What follows belongs to an exercise in optimizing a design on an open flow for small area, a short achievable clock period and few clock cycles; a production flow would make more cautious choices.
No functional check of the RTL was part of this run.
Power and IR drop assume default switching activity.

### design.v
package dls_pkg;
    localparam int MAX_TASKS_DEF   = 16;
    localparam int DELAY_WIDTH_DEF = 16;
    localparam int ID_W       = 4;
    localparam int NUM_IDS    = 16;
    localparam int KIND_W     = 2;
    localparam int DELAY_IN_W = 16;
    localparam int STATUS_W   = 2;
    localparam int S_DATA_W   = 24;
    localparam int M_DATA_W   = 8;
    localparam logic [KIND_W-1:0] KIND_ADD    = 2'd0;
    localparam logic [KIND_W-1:0] KIND_REMOVE = 2'd1;
    localparam logic [KIND_W-1:0] KIND_TICK   = 2'd2;
    localparam logic [KIND_W-1:0] KIND_NOP    = 2'd3;
    localparam logic [STATUS_W-1:0] ST_DONE      = 2'd0;
    localparam logic [STATUS_W-1:0] ST_ZERO      = 2'd1;
    localparam logic [STATUS_W-1:0] ST_NOT_FOUND = 2'd2;
    localparam logic [STATUS_W-1:0] ST_WAITING   = 2'd3;
endpackage
module dls_cell #(
    parameter int DELAY_WIDTH = dls_pkg::DELAY_WIDTH_DEF,
    parameter int LO_W        = DELAY_WIDTH / 2
) (
    input  logic                         i_clk,
    input  logic                         i_we_lo,
    input  logic [LO_W-1:0]              i_due_lo,
    input  logic                         i_one,
    input  logic                         i_we_hi,
    input  logic [DELAY_WIDTH-LO_W-1:0]  i_due_hi,
    input  logic                         i_two,
    input  logic                         i_move,
    input  logic [DELAY_WIDTH-1:0]       i_now,
    output logic                         o_hit
);
    logic [DELAY_WIDTH-1:0] r_due;
    logic                   r_hit;
    always_ff @(posedge i_clk) begin
        if (i_we_lo) begin
            r_due[LO_W-1:0] <= i_due_lo;
        end
        if (i_we_hi) begin
            r_due[DELAY_WIDTH-1:LO_W] <= i_due_hi;
        end
        if (i_we_lo) begin
            r_hit <= i_one;
        end else if (i_move) begin
            r_hit <= i_we_hi ? i_two : (r_due == i_now);
        end
    end
    assign o_hit = r_hit;
endmodule
module dls_ctrl (
    input  logic                               i_clk,
    input  logic                               i_rst_n,
    input  logic                               s_tvalid,
    output logic                               s_tready,
    input  logic [dls_pkg::KIND_W-1:0]         s_kind,
    input  logic [dls_pkg::ID_W-1:0]           s_id,
    input  logic [dls_pkg::DELAY_IN_W-1:0]     s_delay,
    output logic                               o_w_valid,
    output logic [dls_pkg::KIND_W-1:0]         o_w_kind,
    output logic [dls_pkg::ID_W-1:0]           o_w_id,
    output logic [dls_pkg::DELAY_IN_W-1:0]     o_w_delay,
    input  logic                               i_w_take,
    input  logic                               i_busy_next,
    input  logic                               i_push,
    input  logic [dls_pkg::M_DATA_W:0]         i_push_word,    
    output logic                               o_room,
    output logic                               m_tvalid,
    input  logic                               m_tready,
    output logic [dls_pkg::M_DATA_W:0]         m_word
);
    logic                           r_ready;
    logic                           r_w_valid;
    logic [dls_pkg::KIND_W-1:0]     r_w_kind;
    logic [dls_pkg::ID_W-1:0]       r_w_id;
    logic [dls_pkg::DELAY_IN_W-1:0] r_w_delay;
    logic                           r_v0, r_v1;
    logic [dls_pkg::M_DATA_W:0]     r_q0, r_q1;
    logic                           pop, w_valid_n, v0_n, v1_n;
    assign w_valid_n = (r_w_valid && !i_w_take) || (s_tvalid && r_ready);
    always_ff @(posedge i_clk) begin
        if (!i_rst_n) begin
            r_w_valid <= 1'b0;
            r_ready   <= 1'b1;
        end else begin
            r_w_valid <= w_valid_n;
            r_ready   <= !w_valid_n || !(i_busy_next || v1_n);
        end
        if (r_ready) begin
            r_w_kind  <= s_kind;
            r_w_id    <= s_id;
            r_w_delay <= s_delay;
        end
    end
    assign s_tready  = r_ready;
    assign o_w_valid = r_w_valid;
    assign o_w_kind  = r_w_kind;
    assign o_w_id    = r_w_id;
    assign o_w_delay = r_w_delay;
    assign pop    = r_v0 && m_tready;
    assign o_room = !r_v1;
    always_comb begin
        v0_n = r_v0;
        v1_n = r_v1;
        if (pop) begin
            v0_n = r_v1 || i_push;
            v1_n = 1'b0;
        end else if (i_push) begin
            v0_n = 1'b1;
            v1_n = r_v0;
        end
    end
    always_ff @(posedge i_clk) begin
        if (!i_rst_n) begin
            r_v0 <= 1'b0;
            r_v1 <= 1'b0;
        end else begin
            r_v0 <= v0_n;
            r_v1 <= v1_n;
        end
        if (pop) begin
            r_q0 <= r_v1 ? r_q1 : i_push_word;
        end else if (!r_v0) begin
            r_q0 <= i_push_word;
        end
        if (i_push && r_v0 && !pop) begin
            r_q1 <= i_push_word;
        end
    end
    assign m_tvalid = r_v0;
    assign m_word   = r_q0;
endmodule
module delta_list_sleep_queue #(
    parameter int MAX_TASKS   = dls_pkg::MAX_TASKS_DEF,
    parameter int DELAY_WIDTH = dls_pkg::DELAY_WIDTH_DEF
) (
    input  logic                            i_clk,
    input  logic                            i_rst_n,
    input  logic                            s_tvalid,
    output logic                            s_tready,
    input  logic [dls_pkg::S_DATA_W-1:0]    s_tdata,    
    input  logic [dls_pkg::KIND_W-1:0]      s_tuser,    
    output logic                            m_tvalid,
    input  logic                            m_tready,
    output logic [dls_pkg::M_DATA_W-1:0]    m_tdata,    
    output logic                            m_tlast
);
    localparam int IW = dls_pkg::ID_W;
    logic                           w_valid;
    logic [dls_pkg::KIND_W-1:0]     w_kind;
    logic [IW-1:0]                  w_id;
    logic [DELAY_WIDTH-1:0]         w_delay;
    logic                           room;
    logic                           push;
    logic [dls_pkg::M_DATA_W:0]     push_word;
    logic [dls_pkg::M_DATA_W:0]     m_word;
    logic                           r_rel;        
    logic [MAX_TASKS-1:0]           r_wait;       
    logic [DELAY_WIDTH-1:0]         r_now;        
    logic [MAX_TASKS-1:0]           hit, due, rest, first, set, clr, id_hit;
    logic                           id_wait;
    logic                           take, act, is_add, is_rem, is_tick;
    logic                           add_ok, rem_ok, releasing, last, rel_n, moved;
    logic [IW-1:0]                  rel_id;
    logic [dls_pkg::STATUS_W-1:0]   status;
    dls_ctrl u_ctrl (
        .i_clk       (i_clk),
        .i_rst_n     (i_rst_n),
        .s_tvalid    (s_tvalid),
        .s_tready    (s_tready),
        .s_kind      (s_tuser),
        .s_id        (s_tdata[3:0]),
        .s_delay     (s_tdata[19:4]),
        .o_w_valid   (w_valid),
        .o_w_kind    (w_kind),
        .o_w_id      (w_id),
        .o_w_delay   (w_delay),
        .i_w_take    (take),
        .i_busy_next (rel_n),
        .i_push      (push),
        .i_push_word (push_word),
        .o_room      (room),
        .m_tvalid    (m_tvalid),
        .m_tready    (m_tready),
        .m_word      (m_word)
    );
    assign {m_tdata, m_tlast} = m_word;
    localparam int LO_W = DELAY_WIDTH / 2;
    localparam int HI_W = DELAY_WIDTH - LO_W;
    logic [DELAY_WIDTH-1:0] cs_s, cs_c;
    logic [LO_W-1:0]        due_lo;
    logic                   lo_carry;
    logic [HI_W-1:0]        due_hi, hi_s, hi_c;
    logic [HI_W:0]          hi_sum;
    logic                   r_st_valid;               
    logic [IW-1:0]          r_st_id;
    logic [HI_W-1:0]        r_st_dhi;
    logic                   r_st_dtop, r_st_carry, r_st_two;
    assign cs_s = ~(r_now ^ w_delay) ^ DELAY_WIDTH'(1);
    assign cs_c = {(r_now[DELAY_WIDTH-1:1] | w_delay[DELAY_WIDTH-1:1]),
                   (r_now[0] & w_delay[0])};
    assign {lo_carry, due_lo} = {1'b0, cs_s[LO_W-1:0]} + {1'b0, cs_c[LO_W-2:0], 1'b0};
    assign hi_s   = ~(r_now[DELAY_WIDTH-1:LO_W] ^ r_st_dhi);
    assign hi_c   = {(r_now[DELAY_WIDTH-2:LO_W] | r_st_dhi[HI_W-2:0]),
                     (r_now[LO_W-1] | r_st_dtop)};
    assign hi_sum = {hi_s, 1'b1} + {hi_c, r_st_carry};
    assign due_hi = hi_sum[HI_W:1];
    always_ff @(posedge i_clk) begin
        if (!i_rst_n) begin
            r_st_valid <= 1'b0;
        end else begin
            r_st_valid <= |set;
        end
        r_st_id    <= w_id;
        r_st_dhi   <= w_delay[DELAY_WIDTH-1:LO_W];
        r_st_dtop  <= w_delay[LO_W-1];
        r_st_carry <= lo_carry;
        r_st_two   <= (w_delay == DELAY_WIDTH'(2));
    end
    for (genvar g = 0; g < MAX_TASKS; g++) begin : g_slot
        dls_cell #(
            .DELAY_WIDTH (DELAY_WIDTH),
            .LO_W        (LO_W)
        ) u_cell (
            .i_clk    (i_clk),
            .i_we_lo  (set[g]),
            .i_due_lo (due_lo),
            .i_one    (w_delay == DELAY_WIDTH'(1)),
            .i_we_hi  (r_st_valid && (r_st_id == IW'(g))),
            .i_due_hi (due_hi),
            .i_two    (r_st_two),
            .i_move   (moved),
            .i_now    (r_now),
            .o_hit    (hit[g])
        );
    end
    assign act     = room && !r_rel;                  
    assign take    = act && w_valid;
    assign is_add  = take && (w_kind == dls_pkg::KIND_ADD);
    assign is_rem  = take && (w_kind == dls_pkg::KIND_REMOVE);
    assign is_tick = take && (w_kind == dls_pkg::KIND_TICK);
    assign id_hit  = MAX_TASKS'(1) << w_id;
    assign id_wait = |(id_hit & r_wait);
    assign add_ok  = (w_delay != '0) && !id_wait;
    assign rem_ok  = id_wait;
    assign due = r_wait & hit;
    always_comb begin
        logic below;
        below = 1'b0;
        for (int i = 0; i < MAX_TASKS; i++) begin
            first[i] = due[i] && !below;
            rest[i]  = due[i] && below;
            below    = below || due[i];
        end
    end
    always_comb begin
        rel_id = '0;
        for (int i = 0; i < MAX_TASKS; i++) begin
            if (first[i]) rel_id = rel_id | IW'(i);
        end
    end
    assign releasing = room && (r_rel || (is_tick && (due != '0)));
    assign moved     = (is_tick && (due == '0)) || (releasing && last);
    assign last      = (rest == '0);
    assign rel_n     = releasing ? !last : r_rel;
    always_comb begin
        for (int i = 0; i < MAX_TASKS; i++) begin
            set[i] = is_add && (w_delay != '0) && id_hit[i] && !r_wait[i];
            clr[i] = (is_rem && id_hit[i]) || (releasing && first[i]);
        end
    end
    always_comb begin
        if (w_kind == dls_pkg::KIND_ADD) begin
            status = (w_delay == '0) ? dls_pkg::ST_ZERO :
                     id_wait         ? dls_pkg::ST_WAITING : dls_pkg::ST_DONE;
        end else if (w_kind == dls_pkg::KIND_REMOVE) begin
            status = rem_ok ? dls_pkg::ST_DONE : dls_pkg::ST_NOT_FOUND;
        end else begin
            status = dls_pkg::ST_DONE;
        end
    end
    assign push = releasing || (take && (w_kind != dls_pkg::KIND_NOP));
    assign push_word = releasing ? {last, rel_id, 1'b1, dls_pkg::ST_DONE, last}
                                 : {1'b0, {IW{1'b0}}, 1'b0, status, 1'b1};
    always_ff @(posedge i_clk) begin
        if (!i_rst_n) begin
            r_rel  <= 1'b0;
            r_wait <= '0;
            r_now  <= '0;
        end else begin
            r_rel  <= rel_n;
            r_wait <= (r_wait & ~clr) | set;
            if (moved) begin
                r_now <= r_now + DELAY_WIDTH'(1);
            end
        end
    end
endmodule
### run.sh
#!/bin/bash
# synth_recipe.tcl (not shown) runs the flow's synth.tcl, then flattens the netlist and writes it again
# the make line also repeats each setting of config.mk as NAME=value (left out here)
make -C /OpenROAD-flow-scripts/flow DESIGN_CONFIG=/design/flow/config.mk WORK_HOME=/design/flow/orfs CLKGATE_MAP_FILE= SYNTH_SCRIPT=/design/flow/synth_recipe.tcl finish
### config.mk
export PLATFORM = sky130hd
export DESIGN_NAME = delta_list_sleep_queue
export DESIGN_NICKNAME = delta_list_sleep_queue
export VERILOG_FILES = /design/flow/design.v
export SDC_FILE = /design/flow/constraint.sdc
export NUM_CORES = 4
export LEC_CHECK = 0
export ABC_AREA = 1
export CAP_MARGIN = 20
export CORE_MARGIN = 2
export CORE_UTILIZATION = 60
export CTS_BUF_LIST = sky130_fd_sc_hd__clkbuf_8
export CTS_CLUSTER_DIAMETER = 60
export CTS_CLUSTER_SIZE = 16
export SETUP_SLACK_MARGIN = 4.4
export SLEW_MARGIN = 20
### constraint.sdc
create_clock -name core_clock -period 7.0 [get_ports {i_clk}]
set_input_delay 1.4000 -clock core_clock [delete_from_list [all_inputs] [get_ports {i_clk}]]
set_output_delay 1.4000 -clock core_clock [all_outputs]
set_load 0.01 [all_outputs]
==> run_results.csv <==
group,metric,value,unit
sta,setup_tns,0,ns
clocking,clkTransAtPathRegs,0.09,ns
worst_setup_path,critPathBufInv,5,
worst_hold_path,hp-start,"u_ctrl.r_w_delay[11]",
worst_setup_path,reg2reg_slack,4.29,ns
sta,finClkSkew,0.02847,ns
cells_and_area,finalInstanceArea,20190,um2
synth,ys_seq_area_share,58.83,%
worst_setup_path,startpoint,"r_now[8]",
synth,synth_edf_count,312,
placed_design,place_area,18610,um2
sta,hold_viol,0,
sta,layout_min_cycle_time,2.712,ns
clocking,cts_tree,"built",
drt,first_pass_iters,5,
synth,yosysUniqueCellTypes,53,
drt,ant_nets,0,
worst_setup_path,cp_data_required_time,7.30,ns
power,vdd_ir_drop_max,0.1800,mV
clocking,cts.htree.levels,2,
worst_setup_path,critPathSlowestCell,"fa_2",
floorplan,die_y,175.9,um
synth,ys_ff_latch,365,
floorplan,core,28940,um2
global_route,grt_use_total,30.98,%
synth,async_reset_ff_share,0,%
sta,rsz0062_at_grt,"true",
cells_and_area,antenna_cells,0,
sta,fmax,368.7,MHz
synth,synth_top_area_share,52.85,%
synth,synthesis.nets,1759,
sta,max_slew.worst_pin.slew,1.001,ns
floorplan,die-width,175.9,um
cells_and_area,layout_common_cells,"312 x edfxtp_1, 270 x nand2_1, 173 x inv_1",
power,power_density,205.9,nW/um2
floorplan,core.rowCount,62,
status,outcome,"no timing/DRC/antenna violations",
global_route,antenna_found_initial,1,
clocking,cts.sinks,365,
synth,synth_area_leader_cell,"edfxtp_1",
synth,synth_area,17730,um2
clocking,cts_inserted_buffers,35,
sta,timing.final.max_slew_violations,0,
placed_design,place_congestion,0.8884,
worst_setup_path,rr_startpoint,"r_now[8]",
worst_setup_path,cpMostUsedCell,"nor2_1",
global_route,grt_pass1_vias,12170,
floorplan,num_io_pins,41,
worst_setup_path,worstSetupStartpointType,"register",
synth,yosysWarnings,3,
synth,syn-instance-count,1698,
drt,drt_wl_total,47200,um
worst_setup_path,worstPathArrival,3.01,ns
synth,synth_area_leaders,"edfxtp_1 53%, dfxtp_1 6.0%, nand2_1 5.7%",
worst_setup_path,crit_family,"adder cells",
clocking,clock_path_buffers,3,
worst_setup_path,path_max_fanout,7,
global_route,grt_max_degree,24,
floorplan,dieArea,30940,um2
clocking,insertion_delay,0.56,ns
synth,synth_flop_cell,"edfxtp_1",
worst_hold_path,hold_class,"register to register",
drt,wl_per_cell,21.36,um
cells_and_area,synthToLayoutAreaGrowth,13.91,%
clocking,post_cts_hold_buffer_count,0,
drt,drt-initial-drc-count,1357,
sta,slew_headroom,33.01,%
placed_design,dp_hpwl,31320,um
clocking,root_buffer,"clkbuf_8",
power,p_leak,8.055,nW
cells_and_area,layout.nets,1862,
drt,drc,0,
drt,vias,12800,
global_route,grt_overflow_total,0,
worst_setup_path,cp_cell_sequence,"buf_12, inv_12, ha_4, inv_2, fa_2, nand3_2, nand3_2, a21o_1, a21oi_4, nor2_1, nor2_1, nor2_1, nor2_2, xor2_4, buf_6, buf_12",
cells_and_area,layout_commonest_cell,"edfxtp_1",
placed_design,portBuffers,36,
cells_and_area,drive_gt1_share,17.96,%
global_route,grt_pass1_wl,70610,um
sta,fin_crit_sh,38.75,%
worst_setup_path,worstSetupPathType,"register to register",
worst_setup_path,setup.worst_path.end_class,"register",
synth,syn_area_per_cell,10.44,um2
flow_run,maxCapViolCount,0,
floorplan,start_util,61.27,%
drt,vias_per_cell,5.791,
sta,setup-violations-final,0,
worst_setup_path,slowest_delay,0.37,ns
sequential cells by signal, summed over array words and instances (netlist names), 2 cells and up:
name and flops:
g_slot.u_cell.r_due 256, g_slot.u_cell.r_hit 16, r_now 16, r_st_dhi 8, r_st_id 4, r_wait 16, u_ctrl.r_q0 9, u_ctrl.r_q1 9
u_ctrl.r_w_delay 16, u_ctrl.r_w_id 4, u_ctrl.r_w_kind 2
repair_timing:
action | 4_1_cts | 5_1_grt
buffers inserted | 31 | 23
setup endpoints to repair | 346 | 203
gates resized for setup | 91 | 27
cloned | 4 | 1
pin swaps | 9 | 8
cells in the mapped netlist (all sizes together) (29+ instances only):
cell type  number
nand2         282
xor2           85
nor4           29
nand4          49
nor3           43
or2            70
inv           184
xnor2          89
edfxtp        312
nand3         103
dfxtp          53
a21oi          59
nor2          170
ha             29
buf            33
routing by layer:
| metal | up-vias | part of all wire [%] | global-route usage [%] |
|---|---|---|---|
| met3 | 116 | 7.3 | 3.680 |
| met5 | - | 0 | 0 |
| met2 | 543 | 48 | 52.15 |
| met4 | 0 | 4.3 | 12.16 |
| met1 | 6202 | 40 | 41.39 |
| li1 | 5938 | - | - |
where the power goes:
| part | leakage [nW] | total (W) | switching [W] | internal, W |
|---|---|---|---|---|
| sequential | 3.31 | 0.00247 | 0.0000170 | 0.00245 |
| combinational | 4.38 | 0.000372 | 0.000234 | 0.000139 |
| clock | 0.366 | 0.00132 | 0.000770 | 0.000545 |
logic make-up (layout without fill, tap and decap cells):
family | after synthesis | in the layout | share of synthesized area, %
XOR/XNOR | 174 | 174 | 8.596
buffers and inverters | 250 | 376 | 5.801
flip-flops | 365 | 365 | 58.83
AO/OA/AOI/OAI | 121 | 121 | 4.157
adder cells (fa/ha/maj) | 31 | 31 | 2.273
AND/OR/NAND/NOR | 757 | 759 | 20.34
path summary, 6_finish.rpt:
| kind | to | cells past startpoint |
|---|---|---|
| worst max-delay path | g_slot[5].u_cell.r_due[15] | 16 |
| worst min-delay path | r_st_dhi[3] | 0 |
| worst max register to register | g_slot[5].u_cell.r_due[15] | 16 |
| worst min register to register | r_st_dhi[3] | 0 |
through the flow:
stage / total power (W) / utilization [%] / setup WS [ns] / cells / hold WS, ns
after floorplan: 0.002671 / - / 4.340 / 1698 / 0.3427
after global placement: 0.002800 / 64.32 / 2.888 / 2089 / 0.3545
after detailed placement: 0.002808 / 64.32 / 2.758 / 2089 / 0.3611
after CTS: 0.004153 / 68.74 / 4.279 / 2186 / 0.3822
after global routing: 0.004282 / 69.79 / 4.211 / 2210 / 0.3878
final: 0.004159 / 69.79 / 4.288 / 2210 / 0.3795
worst reg2reg max path: cells and delay by family (launching register included):
family,cells,cell delay (ns)
DFF,1,0.35
xor gates and xnor gates,1,0.11
AOI/OAI and AO/OA,2,0.33
and+or+nand+nor,6,0.58
buffers and inverters,5,0.49
adders and majority gates,2,0.63
cell type report:
| class | count | area [um2] |
|---|---|---|
| inverter | 190 | 787.0 |
| timing repair inverter | 2 | 12.51 |
| multi-input combinational | 1085 | 6626 |
| fill | 2186 | 8741 |
| timing repair buffer | 122 | 1137 |
| clock buffer | 36 | 495.5 |
| tap | 384 | 480.5 |
| clock inverter | 26 | 191.4 |
| sequential | 365 | 10460 |

-- static timing again, ports no longer ideal --
In the flow no input, the clock included, has a driving cell. The finished layout below was timed again as built, in two steps.
Step 1, drivers: a clkbuf_16 drives i_clk and a buf_2 each remaining input, both assumed.
Step 2, shift: input delay + t, output delay - t, t = (earliest + latest rising clock arrival at the registers) / 2. This alone moves slack from input paths to output paths.
Slacks: ideal / step 1 / step 2; pairs: ideal / step 1.
t, ns: 0.597
setup WS [ns]: 4.288 / 4.288 / 4.078
latest minus earliest clock arrival (ns): 0.029 / 0.029
worst data-port slew with drivers (ns): 0.04
After both steps this run still meets setup and hold. The setup slack of this run moves by 0.000 ns with the drivers and by -0.210 ns with both steps.
